This is an optimization exercise on Yosys and OpenROAD, whose aim is small area, a short achievable clock period and few clock cycles per item, not a production implementation.
No activity file was given, so power comes from the tool's default toggle rates.

==> wip/fjord <==
==> flow/design.v <==
package sha1md_pkg;
  localparam logic [31:0] IV0 = 32'h67452301;
  localparam logic [31:0] IV1 = 32'hefcdab89;
  localparam logic [31:0] IV2 = 32'h98badcfe;
  localparam logic [31:0] IV3 = 32'h10325476;
  localparam logic [31:0] IV4 = 32'hc3d2e1f0;
  localparam logic [31:0] K0 = 32'h5A827999;
  localparam logic [31:0] K1 = 32'h6ED9EBA1;
  localparam logic [31:0] K2 = 32'h8F1BBCDC;
  localparam logic [31:0] K3 = 32'hCA62C1D6;
  function automatic logic [31:0] rotl(input logic [31:0] x, input integer n);
    rotl = (x << n) | (x >> (32 - n));
  endfunction
endpackage
module sha1_message_digest #(
  parameter int FD = 11           
) (
  input  logic        clk,
  input  logic        rst_n,
  input  logic        in_valid,
  output logic        in_stall,
  input  logic [7:0]  in_data_byte,
  input  logic        in_has_byte,
  input  logic        in_end_of_message,
  output logic        out_valid,
  input  logic        out_stall,
  output logic [31:0] out_digest_word,
  output logic [2:0]  out_word_index,
  output logic        out_final_word
);
  localparam logic [1:0] M_MSG  = 2'd0;    
  localparam logic [1:0] M_MARK = 2'd1;    
  localparam logic [1:0] M_PAD  = 2'd2;    
  localparam logic [6:0] S_FIN  = 7'd4;
  localparam logic [6:0] S_STRM = 7'd5;
  localparam logic [6:0] S_LAST = 7'd89;
  logic        ir_v, ir_h, ir_e;
  logic [7:0]  ir_d;
  logic        stall_r;
  logic [1:0]  mode_r;
  logic        mfirst_r;
  logic [1:0]  bcnt_r;
  logic [23:0] acc_r;
  logic [5:0]  pos_r;
  logic [54:0] blk_r;
  logic        hi_done_r;      
  logic [FD-1:0] wp_r, rp_r;   
  logic [4:0]  fcnt_r;
  logic        fempty_r, ffull_r;
  logic [31:0] fifo [FD];
  logic [4:0]  wcnt_r;
  logic        w0_r, w16_r;
  logic [6:0]  s_r;
  logic        f_le7, f_ge10, f_ge23, f_ge24, f_is7, f_is8, f_is89;
  logic signed [4:0] dd_r;
  logic        dd0_r, ddp_r, ddm1_r;
  logic        bfirst_r, bfinal_r, addiv_r, fin_r;
  logic        doadd_r;
  logic        useiv_r;   
  logic        obusy_r;
  logic [4:0]  ooh_r;     
  logic        oload_r;   
  logic [31:0] oword_r;
  logic        fch_r, fpar_r, fmaj_r;
  logic [3:0]  ksel_r;    
  logic [4:0]  ak_r;      
  logic        rotb_r;    
  logic [4:0]  ivs_r;     
  logic        rsrot_r;   
  logic [31:0] win  [16];
  logic [31:0] u    [5];
  logic [31:0] ring [5];
  logic [31:0] q_r, r_r;
  logic take, step_go, blkadd, blk8, word_ok, wok_next, msg_mode, byte_src, byte_go, consume;
  logic pad_go, word_go, comp_shift, len_lo_go, byte_ok, wdone, pop, bypass, push;
  logic [31:0] fhead;
  logic [7:0]  bval;
  logic [31:0] padw, word_in;
  assign in_stall = stall_r;
  assign take     = in_valid & ~stall_r;
  assign blkadd  = doadd_r & useiv_r & (obusy_r | oload_r);
  assign step_go = (f_le7 | f_ge24 | dd0_r) & ~blkadd;
  assign blk8    = ~bfirst_r & addiv_r & (obusy_r | oload_r);
  assign word_ok = ~w16_r & (w0_r | ddp_r | (dd0_r & ~(f_is8 & blk8)));
  assign wok_next = word_ok | (f_is89 & step_go) | (ddm1_r & step_go & ~(f_is7 & blk8));
  assign msg_mode = (mode_r == M_MSG);
  assign byte_src = msg_mode ? (ir_v & ir_h) : (mode_r == M_MARK);
  assign bval     = msg_mode ? ir_d : (mfirst_r ? 8'h80 : 8'h00);
  assign byte_ok  = (bcnt_r != 2'd3) | ~ffull_r | word_ok;
  assign byte_go  = byte_src & byte_ok;
  assign consume  = msg_mode & ir_v & (~ir_h | byte_ok);
  assign wdone    = byte_go & (bcnt_r == 2'd3);
  assign pop      = ~fempty_r & word_ok;
  assign bypass   = wdone & fempty_r & word_ok;
  assign push     = wdone & ~bypass;
  assign pad_go   = (mode_r == M_PAD) & fempty_r & word_ok;
  assign word_go  = pop | bypass | pad_go;
  assign len_lo_go = pad_go & hi_done_r & (wcnt_r == 5'd15);
  assign comp_shift = step_go & f_ge23;
  always_comb begin
    padw = 32'h0;
    if (wcnt_r == 5'd14) padw = blk_r[54:23];
    if (wcnt_r == 5'd15 && hi_done_r) padw = {blk_r[22:0], pos_r, 3'b000};
    fhead = 32'h0;
    for (int i = 0; i < FD; i++) fhead = fhead | ({32{rp_r[i]}} & fifo[i]);
  end
  assign word_in = pad_go ? padw : (fempty_r ? {acc_r, bval} : fhead);
  logic        ir_v_n, ir_h_n, stall_n;
  logic [1:0]  mode_n, bcnt_n;
  logic [4:0]  wcnt_n;
  logic [6:0]  s_n;
  logic signed [4:0] dd_n;
  logic        bfirst_n, addiv_n, fin_n, obusy_n;
  logic [4:0]  fcnt_n;
  always_comb begin
    ir_v_n = take | (ir_v & ~consume);
    ir_h_n = take ? in_has_byte : ir_h;
    mode_n = mode_r;
    if (msg_mode && consume && ir_e) mode_n = M_MARK;
    if (mode_r == M_MARK && wdone) mode_n = M_PAD;
    if (len_lo_go) mode_n = M_MSG;
    bcnt_n = bcnt_r + {1'b0, byte_go};
    s_n      = s_r;
    wcnt_n   = wcnt_r + {4'd0, word_go};
    bfirst_n = bfirst_r;
    addiv_n  = addiv_r;
    fin_n    = fin_r;
    dd_n     = dd_r;
    if (step_go && !word_go && !ddp_r) dd_n = dd_r + 5'sd1;
    if (!step_go && word_go) dd_n = dd_r - 5'sd1;
    if (step_go) begin
      if (f_is89) begin
        s_n      = bfinal_r ? S_FIN : S_STRM;
        wcnt_n   = 5'd0;
        bfirst_n = bfinal_r;
        addiv_n  = bfirst_r;
        fin_n    = bfinal_r;
        dd_n     = bfinal_r ? -5'sd3 : -5'sd2;
      end else begin
        s_n = s_r + 7'd1;
        if (f_is7) fin_n = 1'b0;
      end
    end
    obusy_n = obusy_r;
    if (obusy_r && !out_stall && ooh_r[4]) obusy_n = 1'b0;
    if (oload_r) obusy_n = 1'b1;
    fcnt_n = fcnt_r + {4'd0, push} - {4'd0, pop};
    if (!rst_n) begin
      s_n      = S_STRM;
      bfirst_n = 1'b1;
      addiv_n  = 1'b0;
      fin_n    = 1'b0;
    end
    stall_n = ir_v_n & ~((mode_n == M_MSG) & (~ir_h_n | (bcnt_n != 2'd3) | ~ffull_r | wok_next));
  end
  always_ff @(posedge clk) begin
    if (!rst_n) begin
      ir_v      <= 1'b0;
      stall_r   <= 1'b0;
      mode_r    <= M_MSG;
      bcnt_r    <= 2'd0;
      pos_r     <= 6'd0;
      blk_r     <= '0;
      hi_done_r <= 1'b0;
      wp_r      <= FD'(1);
      rp_r      <= FD'(1);
      fcnt_r    <= 5'd0;
      fempty_r  <= 1'b1;
      ffull_r   <= 1'b0;
      wcnt_r    <= 5'd0;
      w0_r      <= 1'b1;
      w16_r     <= 1'b0;
      dd_r      <= -5'sd2;
      dd0_r     <= 1'b0;
      ddp_r     <= 1'b0;
      ddm1_r    <= 1'b0;
      bfinal_r  <= 1'b0;
      obusy_r   <= 1'b0;
      oload_r   <= 1'b0;
      ooh_r     <= 5'b00001;
    end else begin
      ir_v      <= ir_v_n;
      stall_r   <= stall_n;
      mode_r    <= mode_n;
      bcnt_r    <= bcnt_n;
      wcnt_r    <= wcnt_n;
      w0_r      <= (wcnt_n == 5'd0);
      w16_r     <= (wcnt_n == 5'd16);
      dd_r      <= dd_n;
      dd0_r     <= (dd_n == 5'sd0);
      ddp_r     <= (dd_n > 5'sd0);
      ddm1_r    <= (dd_n == -5'sd1);
      obusy_r   <= obusy_n;
      oload_r   <= step_go & f_is7 & fin_r;
      if (msg_mode && consume && ir_h) begin
        pos_r <= pos_r + 6'd1;
        if (pos_r == 6'd63) blk_r <= blk_r + 55'd1;
      end
      if (len_lo_go) begin
        pos_r    <= 6'd0;
        blk_r    <= '0;
        bfinal_r <= 1'b1;
      end
      if (pad_go && wcnt_r == 5'd14) hi_done_r <= 1'b1;
      if (len_lo_go) hi_done_r <= 1'b0;
      if (step_go && f_is89) bfinal_r <= 1'b0;
      if (push) wp_r <= {wp_r[FD-2:0], wp_r[FD-1]};
      if (pop)  rp_r <= {rp_r[FD-2:0], rp_r[FD-1]};
      fcnt_r    <= fcnt_n;
      fempty_r  <= (fcnt_n == 5'd0);
      ffull_r   <= (fcnt_n == 5'(FD));
      if (obusy_r && !out_stall) ooh_r <= {ooh_r[3:0], ooh_r[4]};
      if (oload_r) ooh_r <= 5'b00001;
    end
  end
  always_ff @(posedge clk) begin
    s_r      <= s_n;
    bfirst_r <= bfirst_n;
    addiv_r  <= addiv_n;
    fin_r    <= fin_n;
    f_le7    <= (s_n <= 7'd7);
    f_ge10   <= (s_n >= 7'd10);
    f_ge23   <= (s_n >= 7'd23);
    f_ge24   <= (s_n >= 7'd24);
    f_is7    <= (s_n == 7'd7);
    f_is8    <= (s_n == 7'd8);
    f_is89   <= (s_n == S_LAST);
    doadd_r  <= (s_n == S_LAST) | (s_n == S_FIN)
              | (fin_n & (s_n >= 7'd5) & (s_n <= 7'd7))
              | (~bfirst_n & (s_n >= 7'd5) & (s_n <= 7'd8));
    useiv_r  <= (s_n == S_LAST) ? bfirst_n : addiv_n;
    ak_r[4]  <= bfirst_n & (s_n == S_LAST);
    for (int j = 0; j < 4; j++)
      ak_r[j] <= addiv_n & ((fin_n & (s_n == 7'(7 - j))) | (~bfirst_n & (s_n == 7'(8 - j))));
    rotb_r   <= (s_n == S_LAST) | (s_n == S_FIN) | (fin_n & (s_n == 7'd5))
              | (~bfirst_n & (s_n >= 7'd5) & (s_n <= 7'd6));
    for (int j = 0; j < 5; j++)
      ivs_r[j] <= bfirst_n & (s_n == 7'(5 + j));
    rsrot_r  <= ~bfirst_n & (s_n <= 7'd7);
    fch_r    <= (s_n <= 7'd28);
    fmaj_r   <= (s_n >= 7'd49) & (s_n <= 7'd68);
    fpar_r   <= ~((s_n <= 7'd28) | ((s_n >= 7'd49) & (s_n <= 7'd68)));
    ksel_r   <= (s_n <= 7'd27) ? 4'b0001 : (s_n <= 7'd47) ? 4'b0010 : (s_n <= 7'd67) ? 4'b0100 : 4'b1000;
  end
  always_ff @(posedge clk) begin
    if (take) begin
      ir_d <= in_data_byte;
      ir_h <= in_has_byte;
      ir_e <= in_end_of_message;
    end
    if (msg_mode && consume && ir_e) mfirst_r <= 1'b1;
    else if (byte_go) mfirst_r <= 1'b0;
    if (byte_go) acc_r <= {acc_r[15:0], bval};
    for (int i = 0; i < FD; i++) if (push && wp_r[i]) fifo[i] <= {acc_r, bval};
  end
  logic [31:0] wmix, wnew;
  assign wmix = win[13] ^ win[8] ^ win[2] ^ win[0];
  assign wnew = {wmix[30:0], wmix[31]};
  always_ff @(posedge clk) begin
    if (comp_shift || word_go) begin
      for (int i = 0; i < 15; i++) win[i] <= win[i+1];
      win[15] <= comp_shift ? wnew : word_in;
    end
  end
  logic [31:0] t_val, u1r, u2r, fval, q_nxt, r_nxt, kval;
  assign u1r   = {u[1][1:0], u[1][31:2]};
  assign u2r   = {u[2][1:0], u[2][31:2]};
  assign t_val = {u[0][26:0], u[0][31:27]} + q_r;
  logic [31:0] f1, f0;
  assign f1    = ({32{fch_r}} & u1r) | ({32{fpar_r}} & ~(u1r ^ u2r)) | ({32{fmaj_r}} & (u1r | u2r));
  assign f0    = ({32{fch_r}} & u2r) | ({32{fpar_r}} &  (u1r ^ u2r)) | ({32{fmaj_r}} & (u1r & u2r));
  assign fval  = (u[0] & f1) | (~u[0] & f0);
  assign q_nxt = fval + r_r;
  assign kval  = ({32{ksel_r[0]}} & sha1md_pkg::K0) | ({32{ksel_r[1]}} & sha1md_pkg::K1)
               | ({32{ksel_r[2]}} & sha1md_pkg::K2) | ({32{ksel_r[3]}} & sha1md_pkg::K3);
  assign r_nxt = u2r + kval + win[15];
  logic [31:0] add_a, add_b, sum, ivs, rs, strm;
  assign add_a = ({32{~useiv_r}} & ring[0])
               | ({32{ak_r[0]}} & sha1md_pkg::IV0) | ({32{ak_r[1]}} & sha1md_pkg::IV1)
               | ({32{ak_r[2]}} & sha1md_pkg::IV2) | ({32{ak_r[3]}} & sha1md_pkg::IV3)
               | ({32{ak_r[4]}} & sha1md_pkg::IV4);
  assign add_b = rotb_r ? {u[3][1:0], u[3][31:2]} : u[3];
  assign sum   = add_a + add_b;
  assign ivs  = ({32{ivs_r[0]}} & {sha1md_pkg::IV4[29:0], sha1md_pkg::IV4[31:30]})
              | ({32{ivs_r[1]}} & {sha1md_pkg::IV3[29:0], sha1md_pkg::IV3[31:30]})
              | ({32{ivs_r[2]}} & {sha1md_pkg::IV2[29:0], sha1md_pkg::IV2[31:30]})
              | ({32{ivs_r[3]}} & sha1md_pkg::IV1)
              | ({32{ivs_r[4]}} & sha1md_pkg::IV0);
  assign rs   = rsrot_r ? {ring[4][29:0], ring[4][31:30]} : ring[4];
  assign strm = bfirst_r ? ivs : rs;
  always_ff @(posedge clk) begin
    if (step_go) begin
      u[0] <= f_ge10 ? t_val : strm;
      for (int i = 1; i < 5; i++) u[i] <= u[i-1];
      q_r <= q_nxt;
      r_r <= r_nxt;
      if (doadd_r) begin
        for (int i = 0; i < 4; i++) ring[i] <= ring[i+1];
        ring[4] <= sum;
      end
    end
  end
  assign out_valid       = obusy_r;
  assign out_word_index  = {ooh_r[4], ooh_r[3] | ooh_r[2], ooh_r[3] | ooh_r[1]};
  assign out_final_word  = ooh_r[4];
  assign out_digest_word = oword_r;
  logic [4:0]  onext;
  logic [31:0] oword_n;
  assign onext   = oload_r ? 5'b00001 : {ooh_r[3:0], 1'b0};
  assign oword_n = ({32{onext[0]}} & ring[4]) | ({32{onext[1]}} & ring[3])
                 | ({32{onext[2]}} & ring[2]) | ({32{onext[3]}} & ring[1])
                 | ({32{onext[4]}} & ring[0]);
  always_ff @(posedge clk) begin
    if (oload_r || (obusy_r && !out_stall && !ooh_r[4])) oword_r <= oword_n;
  end
endmodule
==> flow/run.sh <==
#!/bin/bash
# synth_recipe.tcl (not shown) runs the flow's synth.tcl, then flattens the netlist and writes it again
# the make line also repeats each setting of config.mk as NAME=value (left out here)
make -C /OpenROAD-flow-scripts/flow DESIGN_CONFIG=/design/flow/config.mk WORK_HOME=/design/flow/orfs CLKGATE_MAP_FILE= SYNTH_SCRIPT=/design/flow/synth_recipe.tcl finish
==> flow/config.mk <==
export PLATFORM = sky130hd
export DESIGN_NAME = sha1_message_digest
export DESIGN_NICKNAME = sha1_message_digest
export VERILOG_FILES = /design/flow/design.v
export SDC_FILE = /design/flow/constraint.sdc
export NUM_CORES = 4
export LEC_CHECK = 0
export ABC_AREA = 1
export CAP_MARGIN = 20
export CORE_MARGIN = 2
export CORE_UTILIZATION = 45
export PLACE_DENSITY = 0.6
export SETUP_SLACK_MARGIN = 4.5
export SLEW_MARGIN = 20
==> flow/constraint.sdc <==
create_clock -name core_clock -period 7.5 [get_ports {clk}]
set_input_delay 1.5000 -clock core_clock [delete_from_list [all_inputs] [get_ports {clk}]]
set_output_delay 1.5000 -clock core_clock [all_outputs]
set_load 0.01 [all_outputs]
==> wip/umber (differences from wip/fjord) <==
--- a/flow/config.mk
+++ b/flow/config.mk
@@ -10,4 +10,4 @@
 export CORE_MARGIN = 2
-export CORE_UTILIZATION = 45
-export PLACE_DENSITY = 0.6
+export CORE_UTILIZATION = 60
+export PLACE_DENSITY = 0.75
 export SETUP_SLACK_MARGIN = 4.5
==> wip/delta (differences from wip/fjord) <==
--- a/flow/config.mk
+++ b/flow/config.mk
@@ -12,3 +12,3 @@
 export PLACE_DENSITY = 0.6
-export SETUP_SLACK_MARGIN = 4.5
+export SETUP_SLACK_MARGIN = 4.0
 export SLEW_MARGIN = 20
==> comparison table <==
Length in cells of the worst reg-to-reg path: wip/delta 14; wip/umber 17; wip/fjord 17
Clock tree cell share of total cell area: wip/delta 6.924%; wip/umber 6.735%; wip/fjord 6.800%
Area occupied by registers: wip/delta 41680 sq um; wip/umber 41710 sq um; wip/fjord 41710 sq um
Buffers, non-clock: wip/delta 130; wip/umber 272; wip/fjord 272
Status: wip/delta complete, no violations; wip/umber complete, no violations; wip/fjord complete, no violations
Hold Path Origin: wip/delta win[9][1]; wip/umber win[3][11]; wip/fjord win[7][30]
Vias per cell: wip/delta 5.619; wip/umber 6.145; wip/fjord 5.633
Initial antenna violation count: wip/delta 5; wip/umber 2; wip/fjord 3
Met2 usage in global routing: wip/delta 37.42%; wip/umber 46.85%; wip/fjord 37.93%
Pin slew with the least headroom to its limit: wip/delta 1031 ps; wip/umber 1185 ps; wip/fjord 1021 ps
Total routed wire length on the met1 layer: wip/delta 74740 um; wip/umber 66790 um; wip/fjord 74830 um
TritonRoute pass-1 iters: wip/delta 5; wip/umber 6; wip/fjord 6
Largest net degree at the start of global routing: wip/delta 161; wip/umber 102; wip/fjord 161
Power consumed by combinational cells: wip/delta 14.3 mW; wip/umber 17.5 mW; wip/fjord 17.1 mW
Fraction of met1 tracks used by global routing: wip/delta 32.91%; wip/umber 42.39%; wip/fjord 33.36%
Die Ht: wip/delta 375.9 um; wip/umber 326.1 um; wip/fjord 375.9 um
CP max stage cell: wip/delta sky130_fd_sc_hd__clkdlybuf4s50_1; wip/umber sky130_fd_sc_hd__dfxtp_4; wip/fjord sky130_fd_sc_hd__dfxtp_4
Die Footprint: wip/delta 141300 sq um; wip/umber 106300 sq um; wip/fjord 141300 sq um
Clk_buf instances: wip/delta 207; wip/umber 184; wip/fjord 202
CP Data Required Time: wip/delta 6000 ps; wip/umber 8000 ps; wip/fjord 8080 ps
Instance count on the critical path: wip/delta 1; wip/umber 17; wip/fjord 17
Worst-case hold slack: wip/delta 408.4 ps; wip/umber 400.2 ps; wip/fjord 409.0 ps
Core Footprint: wip/delta 137300 sq um; wip/umber 103200 sq um; wip/fjord 137300 sq um
Function was not checked in any run of this note: the RTL went through the layout flow alone.

[port drivers added, routing unchanged]
In the flow no input, the clock included, has a driving cell. The finished layouts below were timed again as built, in two steps. Step 1 (the two cells are an assumption about what drives the block):
set clk [get_ports {clk}]
set_driving_cell -lib_cell sky130_fd_sc_hd__clkbuf_16 $clk
set_driving_cell -lib_cell sky130_fd_sc_hd__buf_2 [delete_from_list [all_inputs] $clk]
Step 2 times the ports against the registers' clock, not the clock port: input delays grow and output delays shrink by t, the midpoint of the rising clock arrivals with the driver on. Slacks: no drivers / after step 1 / after step 2; pairs: no drivers / after step 1.
| run | t, ns | setup WS [ns] | latest minus earliest clock arrival (ns) | worst register clock-pin slew, ns | cell pins on the clock port's net |
|---|---|---|---|---|---|
| wip/fjord | 0.859 | 4.378 / 4.378 / 3.848 | 0.034 / 0.034 | 0.07 / 0.07 | 1 |
| wip/umber | 0.826 | 4.396 / 4.396 / 3.979 | 0.042 / 0.042 | 0.07 / 0.07 | 1 |
| wip/delta | 0.861 | 4.041 / 3.969 / 3.386 | 0.046 / 0.046 | 0.07 / 0.07 | 1 |
After both steps every run listed still meets setup and hold. The setup slack of wip/delta, which loses most, moves by -0.072 ns with the drivers and by -0.655 ns with both steps.
